From an optimization exercise on the open Yosys and OpenROAD flow, aimed at small area and a short achievable clock period; shortcuts taken in it are not production practice. In this exercise RTL edits were held to simulation tests only and were not proved equivalent to the original.

==> run K: inputs <==
==> flow/design.v <==
module mem_responder (
  input  logic        clk,
  input  logic        reset_n,
  input  logic        mem_read,
  input  logic        mem_write,
  input  logic [15:0] mem_address,
  input  logic [15:0] mem_wdata,
  input  logic [1:0]  mem_byte_enable,
  output logic [15:0] mem_rdata,
  output logic        mem_resp,
  output logic        mem_busy
);
  localparam int NR = 64;
  logic        r_busy, r_resp, r_w1;
  logic        r_wr;
  logic [7:0]  r_idx;
  logic [NR-1:0] r_roh;    
  logic [15:0] r_wdata;
  logic [1:0]  r_be;
  logic [15:0] r_rdata;
  logic [1:0]  r_ph;
  logic [7:0]  p_idx;
  logic [15:0] p_data;
  logic [1:0]  p_be;
  logic [7:0]  p_hi, p_lo;   
  logic [1:0]  r_ins;        
  logic [15:0] r_rs;         
  logic [15:0] r_m0 [NR];
  logic [15:0] r_m1 [NR];
  logic [15:0] r_m2 [NR];
  logic [15:0] r_m3 [NR];
  logic        w_live;
  logic        w_wait2;
  logic [7:0]  w_np_idx;
  logic [1:0]  w_np_be;
  logic [1:0]  w_rs;
  logic        w_rvalid;
  logic [15:0] w_rd0, w_rd2, w_rsel, w_rfwd;
  logic        w_hit;
  assign mem_busy  = r_busy;
  assign mem_resp  = r_resp;
  assign mem_rdata = r_rdata;
  assign w_live  = r_wr ? mem_write : mem_read;
  assign w_wait2 = r_busy & ~r_w1 & ~r_resp;
  always_ff @(posedge clk or negedge reset_n) begin
    if (!reset_n) begin
      r_busy <= 1'b0;
      r_resp <= 1'b0;
    end else begin
      r_busy <= r_busy ? (~r_resp & w_live) : (mem_read | mem_write);
      r_resp <= w_wait2 & w_live;
    end
  end
  always_ff @(posedge clk) begin
    r_w1 <= ~r_busy;
    if (!r_busy) begin
      r_wr    <= mem_write;
      r_idx   <= mem_address[8:1];
      for (int r = 0; r < NR; r++) r_roh[r] <= mem_address[8:3] == 6'(r);
      r_wdata <= mem_wdata;
      r_be    <= mem_byte_enable;
    end
  end
  assign w_np_idx = (r_resp && r_wr) ? r_idx : p_idx;
  assign w_np_be  = (r_resp && r_wr) ? r_be : p_be;
  always_ff @(posedge clk) begin
    r_ph <= r_ph + 2'd1;
    if (r_resp && r_wr) begin
      p_idx  <= r_idx;
      p_data <= r_wdata;
      p_be   <= r_be;
      for (int i = 0; i < 8; i++) begin
        p_hi[i] <= r_idx[7:5] == 3'(i);
        p_lo[i] <= r_idx[4:2] == 3'(i);
      end
    end
    r_ins <= ((w_np_idx[1:0] + r_ph + 2'd1) == 2'd3) ? w_np_be : 2'b00;
  end
  always_ff @(posedge clk) begin
    for (int r = 0; r < NR; r++) begin
      r_m1[r] <= r_m0[r];
      r_m2[r] <= r_m1[r];
      r_m3[r] <= r_m2[r];
      r_m0[r][7:0]  <= (p_hi[r/8] && p_lo[r%8] && r_ins[0]) ? p_data[7:0]  : r_m3[r][7:0];
      r_m0[r][15:8] <= (p_hi[r/8] && p_lo[r%8] && r_ins[1]) ? p_data[15:8] : r_m3[r][15:8];
    end
  end
  assign w_rs     = r_idx[1:0] + r_ph;
  assign w_rvalid = ~w_rs[0];
  always_comb begin
    w_rd0 = '0;
    w_rd2 = '0;
    for (int r = 0; r < NR; r++) begin
      w_rd0 |= {16{r_roh[r]}} & r_m0[r];
      w_rd2 |= {16{r_roh[r]}} & r_m2[r];
    end
  end
  assign w_rsel   = w_rs[1] ? w_rd2 : w_rd0;
  assign w_hit    = p_idx == r_idx;
  assign w_rfwd[7:0]  = (w_hit && p_be[0]) ? p_data[7:0]  : w_rsel[7:0];
  assign w_rfwd[15:8] = (w_hit && p_be[1]) ? p_data[15:8] : w_rsel[15:8];
  always_ff @(posedge clk) begin
    r_rs    <= w_rfwd;
    r_rdata <= w_rvalid ? w_rfwd : r_rs;
  end
endmodule
==> flow/run.sh <==
#!/bin/bash
# synth_recipe.tcl (not shown) runs the flow's synth.tcl, then flattens the netlist and writes it again
# the make line also repeats each setting of config.mk as NAME=value (left out here)
make -C /OpenROAD-flow-scripts/flow DESIGN_CONFIG=/design/flow/config.mk WORK_HOME=/design/flow/orfs CLKGATE_MAP_FILE= SYNTH_SCRIPT=/design/flow/synth_recipe.tcl finish
==> flow/config.mk <==
export PLATFORM = sky130hd
export DESIGN_NAME = mem_responder
export DESIGN_NICKNAME = mem_responder
export VERILOG_FILES = /design/flow/design.v
export SDC_FILE = /design/flow/constraint.sdc
export NUM_CORES = 4
export LEC_CHECK = 0
export ABC_CLOCK_PERIOD_IN_PS = 2000
export CAP_MARGIN = 20
export CORE_MARGIN = 2
export CORE_UTILIZATION = 60
export CTS_CLUSTER_DIAMETER = 100
export CTS_CLUSTER_SIZE = 30
export SETUP_SLACK_MARGIN = 2.3
export SLEW_MARGIN = 20
export SYNTH_MEMORY_MAX_BITS = 8192
==> flow/constraint.sdc <==
create_clock -name core_clock -period 5.0 [get_ports {clk}]
set_input_delay 1.0000 -clock core_clock [delete_from_list [all_inputs] [get_ports {clk}]]
set_output_delay 1.0000 -clock core_clock [all_outputs]
set_load 0.01 [all_outputs]
==> run D (differences from run K) <==
--- a/flow/design.v
+++ b/flow/design.v
@@ -16,3 +16,2 @@
   logic [7:0]  r_idx;
-  logic [NR-1:0] r_roh;    
   logic [15:0] r_wdata;
@@ -24,5 +23,2 @@
   logic [1:0]  p_be;
-  logic [7:0]  p_hi, p_lo;   
-  logic [1:0]  r_ins;        
-  logic [15:0] r_rs;         
   logic [15:0] r_m0 [NR];
@@ -33,4 +29,3 @@
   logic        w_wait2;
-  logic [7:0]  w_np_idx;
-  logic [1:0]  w_np_be;
+  logic        w_ins_ph;
   logic [1:0]  w_rs;
@@ -58,3 +53,2 @@
       r_idx   <= mem_address[8:1];
-      for (int r = 0; r < NR; r++) r_roh[r] <= mem_address[8:3] == 6'(r);
       r_wdata <= mem_wdata;
@@ -63,4 +57,2 @@
   end
-  assign w_np_idx = (r_resp && r_wr) ? r_idx : p_idx;
-  assign w_np_be  = (r_resp && r_wr) ? r_be : p_be;
   always_ff @(posedge clk) begin
@@ -71,9 +63,5 @@
       p_be   <= r_be;
-      for (int i = 0; i < 8; i++) begin
-        p_hi[i] <= r_idx[7:5] == 3'(i);
-        p_lo[i] <= r_idx[4:2] == 3'(i);
-      end
     end
-    r_ins <= ((w_np_idx[1:0] + r_ph + 2'd1) == 2'd3) ? w_np_be : 2'b00;
   end
+  assign w_ins_ph = (p_idx[1:0] + r_ph) == 2'd3;
   always_ff @(posedge clk) begin
@@ -83,4 +71,4 @@
       r_m3[r] <= r_m2[r];
-      r_m0[r][7:0]  <= (p_hi[r/8] && p_lo[r%8] && r_ins[0]) ? p_data[7:0]  : r_m3[r][7:0];
-      r_m0[r][15:8] <= (p_hi[r/8] && p_lo[r%8] && r_ins[1]) ? p_data[15:8] : r_m3[r][15:8];
+      r_m0[r][7:0]  <= (w_ins_ph && p_idx[7:2] == 6'(r) && p_be[0]) ? p_data[7:0]  : r_m3[r][7:0];
+      r_m0[r][15:8] <= (w_ins_ph && p_idx[7:2] == 6'(r) && p_be[1]) ? p_data[15:8] : r_m3[r][15:8];
     end
@@ -89,10 +77,4 @@
   assign w_rvalid = ~w_rs[0];
-  always_comb begin
-    w_rd0 = '0;
-    w_rd2 = '0;
-    for (int r = 0; r < NR; r++) begin
-      w_rd0 |= {16{r_roh[r]}} & r_m0[r];
-      w_rd2 |= {16{r_roh[r]}} & r_m2[r];
-    end
-  end
+  assign w_rd0    = r_m0[r_idx[7:2]];
+  assign w_rd2    = r_m2[r_idx[7:2]];
   assign w_rsel   = w_rs[1] ? w_rd2 : w_rd0;
@@ -102,4 +84,3 @@
   always_ff @(posedge clk) begin
-    r_rs    <= w_rfwd;
-    r_rdata <= w_rvalid ? w_rfwd : r_rs;
+    if (w_rvalid) r_rdata <= w_rfwd;
   end
ABC_CLOCK_PERIOD_IN_PS = default   (was 2000)
CORE_UTILIZATION = 45   (was 60)
CTS_CLUSTER_DIAMETER = default   (was 100)
CTS_CLUSTER_SIZE = default   (was 30)
SETUP_SLACK_MARGIN = default   (was 2.3)
==> run A (differences from run K) <==
==> flow/design.v (replaced) <==
module mem_responder #(
  parameter int WORDS   = 256,
  parameter int LATENCY = 3
) (
  input  logic        clk,
  input  logic        reset_n,
  input  logic        mem_read,
  input  logic        mem_write,
  input  logic [15:0] mem_address,
  input  logic [15:0] mem_wdata,
  input  logic [1:0]  mem_byte_enable,
  output logic [15:0] mem_rdata,
  output logic        mem_resp,
  output logic        mem_busy
);
  localparam int IW = $clog2(WORDS);
  localparam int CW = $clog2(LATENCY + 1);
  localparam logic [1:0] S_IDLE = 2'd0;
  localparam logic [1:0] S_WAIT = 2'd1;
  localparam logic [1:0] S_RESP = 2'd2;
  logic [1:0]    r_state;
  logic [CW-1:0] r_cnt;
  logic          r_wr;
  logic [IW-1:0] r_idx;
  logic [15:0]   r_wdata;
  logic [1:0]    r_be;
  logic [15:0]   r_rdata;
  logic [15:0]   r_mem [WORDS];
  logic [IW-1:0] w_idx;
  logic          w_req;
  logic          w_live;
  logic          w_unused;
  assign w_idx    = mem_address[IW:1];
  assign w_req    = mem_read | mem_write;
  assign w_live   = r_wr ? mem_write : mem_read;
  assign w_unused = ^mem_address;
  assign mem_rdata = r_rdata;
  assign mem_resp  = r_state == S_RESP;
  assign mem_busy  = r_state != S_IDLE;
  always_ff @(posedge clk or negedge reset_n) begin
    if (!reset_n) begin
      r_state <= S_IDLE;
      r_cnt   <= '0;
      r_wr    <= 1'b0;
      r_idx   <= '0;
      r_wdata <= '0;
      r_be    <= '0;
      r_rdata <= '0;
    end else begin
      case (r_state)
        S_IDLE: if (w_req) begin
          r_wr    <= mem_write;
          r_idx   <= w_idx;
          r_wdata <= mem_wdata;
          r_be    <= mem_byte_enable;
          r_cnt   <= CW'(LATENCY - 1);
          r_state <= (LATENCY == 1) ? S_RESP : S_WAIT;
          if (LATENCY == 1 && !mem_write) r_rdata <= r_mem[w_idx];
        end
        S_WAIT: if (!w_live) begin
          r_state <= S_IDLE;
        end else if (r_cnt == CW'(1)) begin
          r_state <= S_RESP;
          if (!r_wr) r_rdata <= r_mem[r_idx];
        end else begin
          r_cnt <= r_cnt - 1'b1;
        end
        default: r_state <= S_IDLE;
      endcase
    end
  end
  always_ff @(posedge clk) begin
    if (r_state == S_RESP && r_wr) begin
      if (r_be[0]) r_mem[r_idx][7:0]  <= r_wdata[7:0];
      if (r_be[1]) r_mem[r_idx][15:8] <= r_wdata[15:8];
    end
  end
endmodule
ABC_CLOCK_PERIOD_IN_PS = default   (was 2000)
CORE_UTILIZATION = 45   (was 60)
CTS_CLUSTER_DIAMETER = default   (was 100)
CTS_CLUSTER_SIZE = default   (was 30)
SETUP_SLACK_MARGIN = default   (was 2.3)
==> flow_metrics.env <==
export IMPL_pg_clk_w=0.0162
export IMPL_finish_utilization=0.649
export IMPL_wl_um=391000
export IMPL_finalWorstSetupSlack_ns=2.22
export IMPL_outcome="complete, no violations"
export IMPL_pwr_density_cell_nw_per_um2=718
export IMPL_synth_ff_type="dfxtp_1"
export IMPL_met3WireLength_um=43800
export IMPL_dp_cells=9657
[end of results for run K]
==> flow_metrics.env <==
export IMPL_wl_um=448000
export IMPL_dp_cells=10800
export IMPL_finish_utilization=0.533
export IMPL_grt_busiest_layer="met2"
export IMPL_synth_xor_area_frac=0.00103
export IMPL_outcome="complete, no violations"
export IMPL_met3WireLength_um=49700
export IMPL_pwr_density_cell_nw_per_um2=515
export IMPL_pg_clk_w=0.0303
export IMPL_max_freq_ghz=0.222
export IMPL_finalWorstSetupSlack_ns=0.505
export IMPL_synth_ff_type="dfxtp_1"
export IMPL_synth_commonest_cells="dfxtp_1, mux2_2, a22oi_1"
export IMPL_finalCriticalPeriod_ns=4.49
[end of results for run D]
==> flow_metrics.env <==
export IMPL_outcome="complete, no violations"
export IMPL_met3WireLength_um=39000
export IMPL_finish_utilization=0.514
export IMPL_finalWorstSetupSlack_ns=0.523
export IMPL_routabilityCongestion=0.831
export IMPL_pg_clk_w=0.0309
export IMPL_wl_um=436000
export IMPL_dp_cells=12400
export IMPL_grt_busiest_layer="met2"
[end of results for run A]

what the ideal ports hide:
No port has a modelled driver above. Below, the same layouts with a new extraction and two added sets of constraints. Step 1 (the two cells are an assumption about what drives the block):
set clk [get_ports {clk}]
set_driving_cell -lib_cell sky130_fd_sc_hd__clkbuf_16 $clk
set_driving_cell -lib_cell sky130_fd_sc_hd__buf_2 [delete_from_list [all_inputs] $clk]
Step 2 times the ports against the registers' clock, not the clock port: input delays grow and output delays shrink by t, the midpoint of the rising clock arrivals with the driver on. a / b / c = ideal / step 1 / step 2; a / b = the first two.
| run | shift t [ns] | setup WS [ns] | worst setup path after step 2 | latest minus earliest clock arrival (ns) | worst register clock-pin slew, ns |
|---|---|---|---|---|---|
| run K | 0.968 | 2.222 / 2.222 / 2.208 | input to register | 0.036 / 0.036 | 0.12 / 0.12 |
| run D | 1.071 | 0.505 / 0.505 / 0.505 | register to register | 0.075 / 0.075 | 0.07 / 0.07 |
| run A | 1.047 | 0.523 / 0.523 / 0.523 | register to register | 0.037 / 0.036 | 0.07 / 0.07 |
After both steps setup and hold are still met in every run listed. The setup slack of run K, which loses most, moves by 0.000 ns with the drivers and by -0.014 ns with both steps.
